Source: an optimization exercise on an open RTL-to-GDS flow (aim: small area and a short achievable clock period). Production flows keep margins and buffers that such runs may drop. Only simulation tests tie the RTL to the original design; equivalence was not proved. Power figures rest on the tool's default switching activity, not on a simulated workload.

[design/flow/design.v]
module memory_sync #(
  parameter int WIDTH  = 8,
  parameter int DEPTH  = 256,
  parameter int ADDR_W = 8
) (
  input  logic              clk,
  input  logic              rst,
  input  logic [WIDTH-1:0]  in,
  input  logic [ADDR_W-1:0] address,
  input  logic              write,
  input  logic              read,
  output logic [WIDTH-1:0]  out,
  output logic              valid,
  output logic              busy
  ,
  input  logic              inject_err,
  output logic              parity_err
);
  localparam int IDX_W = $clog2(DEPTH);
  localparam int MW = WIDTH + 1;
  typedef enum logic {INIT, READY} state_t;
  state_t            state;
  logic [ADDR_W-1:0] cnt;
  logic [MW-1:0]     mem [DEPTH];
  logic              in_range;
  logic              acc_wr;
  logic              mem_we;
  logic [IDX_W-1:0]  idx;
  logic [IDX_W-1:0]  mem_idx;
  logic [MW-1:0]     wr_word;
  logic [MW-1:0]     mem_wdat;
  logic [MW-1:0]     rd_word;
  assign in_range = 32'(address) < DEPTH;
  assign idx      = address[IDX_W-1:0];
  assign acc_wr   = !rst && (state == READY) && write && in_range;
  assign wr_word = {(^in) ^ inject_err, in};
  assign mem_we   = !rst && ((state == INIT) || acc_wr);
  assign mem_idx  = (state == INIT) ? cnt[IDX_W-1:0] : idx;
  assign mem_wdat = (state == INIT) ? '0 : wr_word;
  assign rd_word = acc_wr ? wr_word : (in_range ? mem[idx] : '0);
  always_ff @(posedge clk) begin
    if (mem_we) begin
      mem[mem_idx] <= mem_wdat;
    end
  end
  always_ff @(posedge clk) begin
    if (rst) begin
      state <= INIT;
      cnt   <= '0;
      busy  <= 1'b1;
      out   <= '0;
      valid <= 1'b0;
      parity_err <= 1'b0;
    end else begin
      valid <= 1'b0;
      parity_err <= 1'b0;
      case (state)
        INIT: begin
          cnt <= cnt + ADDR_W'(1);
          if (cnt == ADDR_W'(DEPTH - 1)) begin
            state <= READY;
            busy  <= 1'b0;
          end
        end
        READY: begin
          if (read) begin
            out   <= rd_word[WIDTH-1:0];
            valid <= 1'b1;
            parity_err <= ^rd_word;
          end
        end
        default: state <= INIT;
      endcase
    end
  end
endmodule
[design/flow/run.sh]
#!/bin/bash
# synth_recipe.tcl (not shown) runs the flow's synth.tcl, then flattens the netlist and writes it again
# the make line also repeats each setting of config.mk as NAME=value (left out here)
make -C /OpenROAD-flow-scripts/flow DESIGN_CONFIG=/design/flow/config.mk WORK_HOME=/design/flow/orfs CLKGATE_MAP_FILE= SYNTH_SCRIPT=/design/flow/synth_recipe.tcl finish
[design/flow/config.mk]
export PLATFORM = sky130hd
export DESIGN_NAME = memory_sync
export DESIGN_NICKNAME = memory_sync
export VERILOG_FILES = /design/flow/design.v
export SDC_FILE = /design/flow/constraint.sdc
export NUM_CORES = 4
export LEC_CHECK = 0
export CAP_MARGIN = 20
export CORE_MARGIN = 2
export CORE_UTILIZATION = 40
export SLEW_MARGIN = 20
[design/flow/constraint.sdc]
create_clock -name core_clock -period 5.0 [get_ports {clk}]
set_input_delay 1.0000 -clock core_clock [delete_from_list [all_inputs] [get_ports {clk}]]
set_output_delay 1.0000 -clock core_clock [all_outputs]
set_load 0.01 [all_outputs]
==> results_dict.tcl <==
set metrics [dict create \
    layout_min_cycle_time_ps 4650 \
    core.rowCount 174 \
    routedLengthMet1_um 99120 \
    critPathCaptureType "flip-flop" \
    routabilityCongestion 0.9448 \
    dr.max_layer_used "met4" \
    finalMaxSlewViolations 0 \
    crit_fanout 12 \
    cellPowerDensity_nw_per_um2 376.8 \
    synth_top_flop_cell "edfxtp_1" \
    final.setup_skew_ps 51.69 \
    tritoncts_clock_tree "built" \
    syn_area_um2 90610 \
    detail_route.drc_violations 0 \
    io_buffer_count 31 \
    dieHeight_um 480.0 \
    postRouteWirelength_um 245900 \
    seq_area_frac_synth_pct 76.79 \
    max_freq_mhz 215.1 \
    route.met2.wl_um 115900 \
    power_frac_clock_pct 42.2 \
    worst_slew_margin_rel_pct 23.30 \
    track_usage_pct 21.31 \
    globalRoute.totalOverflow 0 \
    ys_seq_elements 2324 \
    holdBufCountCts 0 \
    power_switching_mw 8.404 \
    syn-num-nets 4221 \
    floorplan.initialDensity_pct 40.25 \
    drive_above_1_share_pct 30.00 \
    cts_max_level 4 \
    crit_path_start_kind "input pin" \
    vdd.ir_drop.worst_mv 0.2939 \
    ys_async_sr_fraction_pct 0 \
    critical_path.slowest_cell "o41ai_1" \
    syn_inst 4199 \
    area_share_of_the_largest_cell_type_after_synthesis_pct 76.35 \
    timing.final.ws_setup_ps 350.0 \
    detail_route.iter0.violations 5688 \
    avgRoutedWirePerCell_um 31.07 \
    number_of_synthesized_flops_with_an_enable_pin 2304 \
    synthesis.yosys.warnings 1 \
    cts-root-to-sink-buffers 3 \
    internal_power_mw 31.25 \
    tns_ps 0 \
    maxCapViolations 0 \
    fin_nets 4759 \
    path_cells "buf_2 > clkinv_1 > nand2_1 > buf_4 > o22ai_1 > buf_4 > o41ai_1 > a311oi_1 > xnor2_1 > xnor3_1 > xnor3_1 > mux2i_1" \
    post_synth_num_cell_types 69 \
    transition_time_at_the_pin_with_the_least_slew_margin_ps 1145 \
    fin_crit_sh_pct 93.00 \
    cts_root_buf "clkbuf_16" \
    syn-mean-instance-area_um2 21.58 \
    routed-via-count 46040 \
    dieArea_um2 230400 \
    result_of_the_run "finished clean" \
    report.final.hold_viol_count 0 \
    viasPerCell 5.817 \
    placeable_area_um2 225100 \
    antenna_violations_before_repair 7 \
    p_leak_nw 35.68 \
    clkLatencyLatePin_ps 860 \
    syn2layout_area_growth_pct 16.14 \
    tritoncts.num_buffers 223 \
    reg2reg_setup_slack_ps 1030 \
    delay_of_the_slowest_cell_on_the_worst_path_ps 910 \
    dr.pass1.iters 6 \
    place_hpwl_um 157200 \
    grt_pass1_vias 46010 \
    critical_path_required_ps 5780 \
    most-common-layout-cells "2304 x edfxtp_1, 586 x mux4_2, 459 x buf_4" \
    holdCritPathClass "reg -> reg" \
    grt_max_degree 137 \
    post_cts_buffers 0 \
    netSwitchingFraction_pct 21.19 \
    setup_violations 0 \
    antenna_violating_nets_post_route 0 \
    wl_met3_um 21100 \
    post-synth-top-area-cell "edfxtp_1" \
    clock_sinks 2324 \
    num_io_pins 32 \
    rsz0062_at_grt "no" \
    synth_top_cells_by_area "edfxtp_1 76%, mux4_2 15%, mux2i_1 1.8%, nor2_1 1.3%, nand2_1 0.60%" \
    grt_first_pass_wirelength_um 350300 \
    most_common_library_cell_in_the_layout_ignoring_fill_and_taps "edfxtp_1" \
    path_clk_slew_ps 70 \
    post_cts.resized_instances 0 \
    preCtsSetupSlack_ps -159.9 \
    cp_data_arrival_time_ps 5430 \
    die-width_um 480.0 \
    proportion_of_power_drawn_by_combinational_gates_pct 4.6 \
    type_of_the_worst_setup_path "in -> reg" \
    power_frac_seq_pct 53.2 \
]
-- cell type report --
type                            count  area [um2]
Antenna cell                        2       5.005
Clock buffer                      266        5742
Clock inverter                    142        1525
Fill cell                       18540      119900
Inverter                            9       43.79
Multi-Input combinational cell   1621       19510
Sequential cell                  2324       69590
Tap cell                         2992        3744
Timing Repair Buffer              558        5079
-- cell families after synthesis --
group	Yosys count	synth area share (%)
AOI/OAI and AO/OA	282	2.213
xor gates and xnor gates	18	0.2347
adders and majority gates	1	0.01381
buffers and inverters	254	1.732
DFF	2324	76.79
muxes	755	16.44
and+or+nand+nor	565	2.575
-- power groups by stage --
stage	Combinational (mW)	Sequential [mW]	Clock, mW
floorplan	1.07	21.5	0
global placement	1.81	21.5	0
detailed placement	1.82	21.5	0
global route	1.89	21.1	17.8
CTS	1.82	21.1	17.0
finish	1.82	21.1	16.7
-- final timing paths --
check,from,endpoint,cells past startpoint
min,cnt[3]$_SDFFE_PP0N_,cnt[3]$_SDFFE_PP0N_,2
max reg2reg,mem[115][2]$_DFFE_PP_,parity_err$_SDFF_PP0_,10
max,address[3],parity_err$_SDFF_PP0_,12
min reg2reg,cnt[3]$_SDFFE_PP0N_,cnt[3]$_SDFFE_PP0N_,2
-- layer usage --
layer / GRT usage (%) / vias to the layer above
met4: 7.917 / 0
met5: 0 / -
met1: 29.54 / 24830
li1: - / 18660
met2: 33.34 / 2148
met3: 4.482 / 404
-- through the flow --
step	instance area, um2	hold slack (ps)	utilization, %	total power [mW]	cells
floorplan	90630	477.2	-	22.58	4199
global placement	97910	578.0	43.50	23.32	7498
detailed placement	97940	585.8	43.51	23.33	7501
CTS	105200	603.9	46.74	39.93	7909
global route	105200	641.8	46.75	40.73	7913
finish	105200	614.2	46.75	39.66	7914
-- cell usage after synthesis, drive strengths merged, types with 3 or more instances --
cell	number
edfxtp	2304
mux4	586
nor2	321
buf	166
mux2i	165
nand2	145
clkbuf	79
a22oi	63
a21oi	61
o22ai	27
o221ai	26
nand3	23
dfxtp	20
nor3	19
o21ai	16
and2	14
nand4	13
a211oi	11
a221oi	10
a31oi	10
xnor2	9
a311oi	8
inv	7
nor2b	7
a22o	5
a32oi	5
and3	5
nand2b	5
o2111ai	5
o211ai	5
xor2	5
a2bb2oi	4
a32o	4
mux2	4
o311ai	4
xnor3	4
a31o	3
o31ai	3
-- worst max-delay path, delay by kind of cell --
kind / cells / cell delay [ps]
multiplexers: 1 / 220
AND/OR/NAND/NOR: 1 / 870
XOR/XNOR: 3 / 730
AO/OA/AOI/OAI: 3 / 1240
buffers and inverters: 4 / 1350
-- registers in the layout, summed over array words and instances, names as in the netlist --
signal and flops:
valid 1, out 8, parity_err 1, mem 2304, busy 1, state 1
cnt 8

## re-timing with driven ports
The results above use ideal ports. As a check the final layout listed here was re-extracted and re-timed, cells and wires unchanged. Step 1: set_driving_cell puts a clkbuf_16 on clk and a buf_2 on each other input, an assumption about the parent block. Step 2 adds t to the input delays and takes it off the output delays; t is the mean of the earliest and latest rising clock arrival at the registers after step 1. Input paths then give back, and output paths get back, about the clock's delay inside the block. Slacks: ideal / step 1 / step 2; pairs: ideal / step 1.
t (ns): 0.923
slack for setup (ns): 0.350 / 0.323 / -0.600
worst data-port slew with drivers (ns): 0.10
Met with ideal ports but missed after step 2: setup timing in this run. The setup slack of this run moves by -0.027 ns with the drivers and by -0.950 ns with both steps.
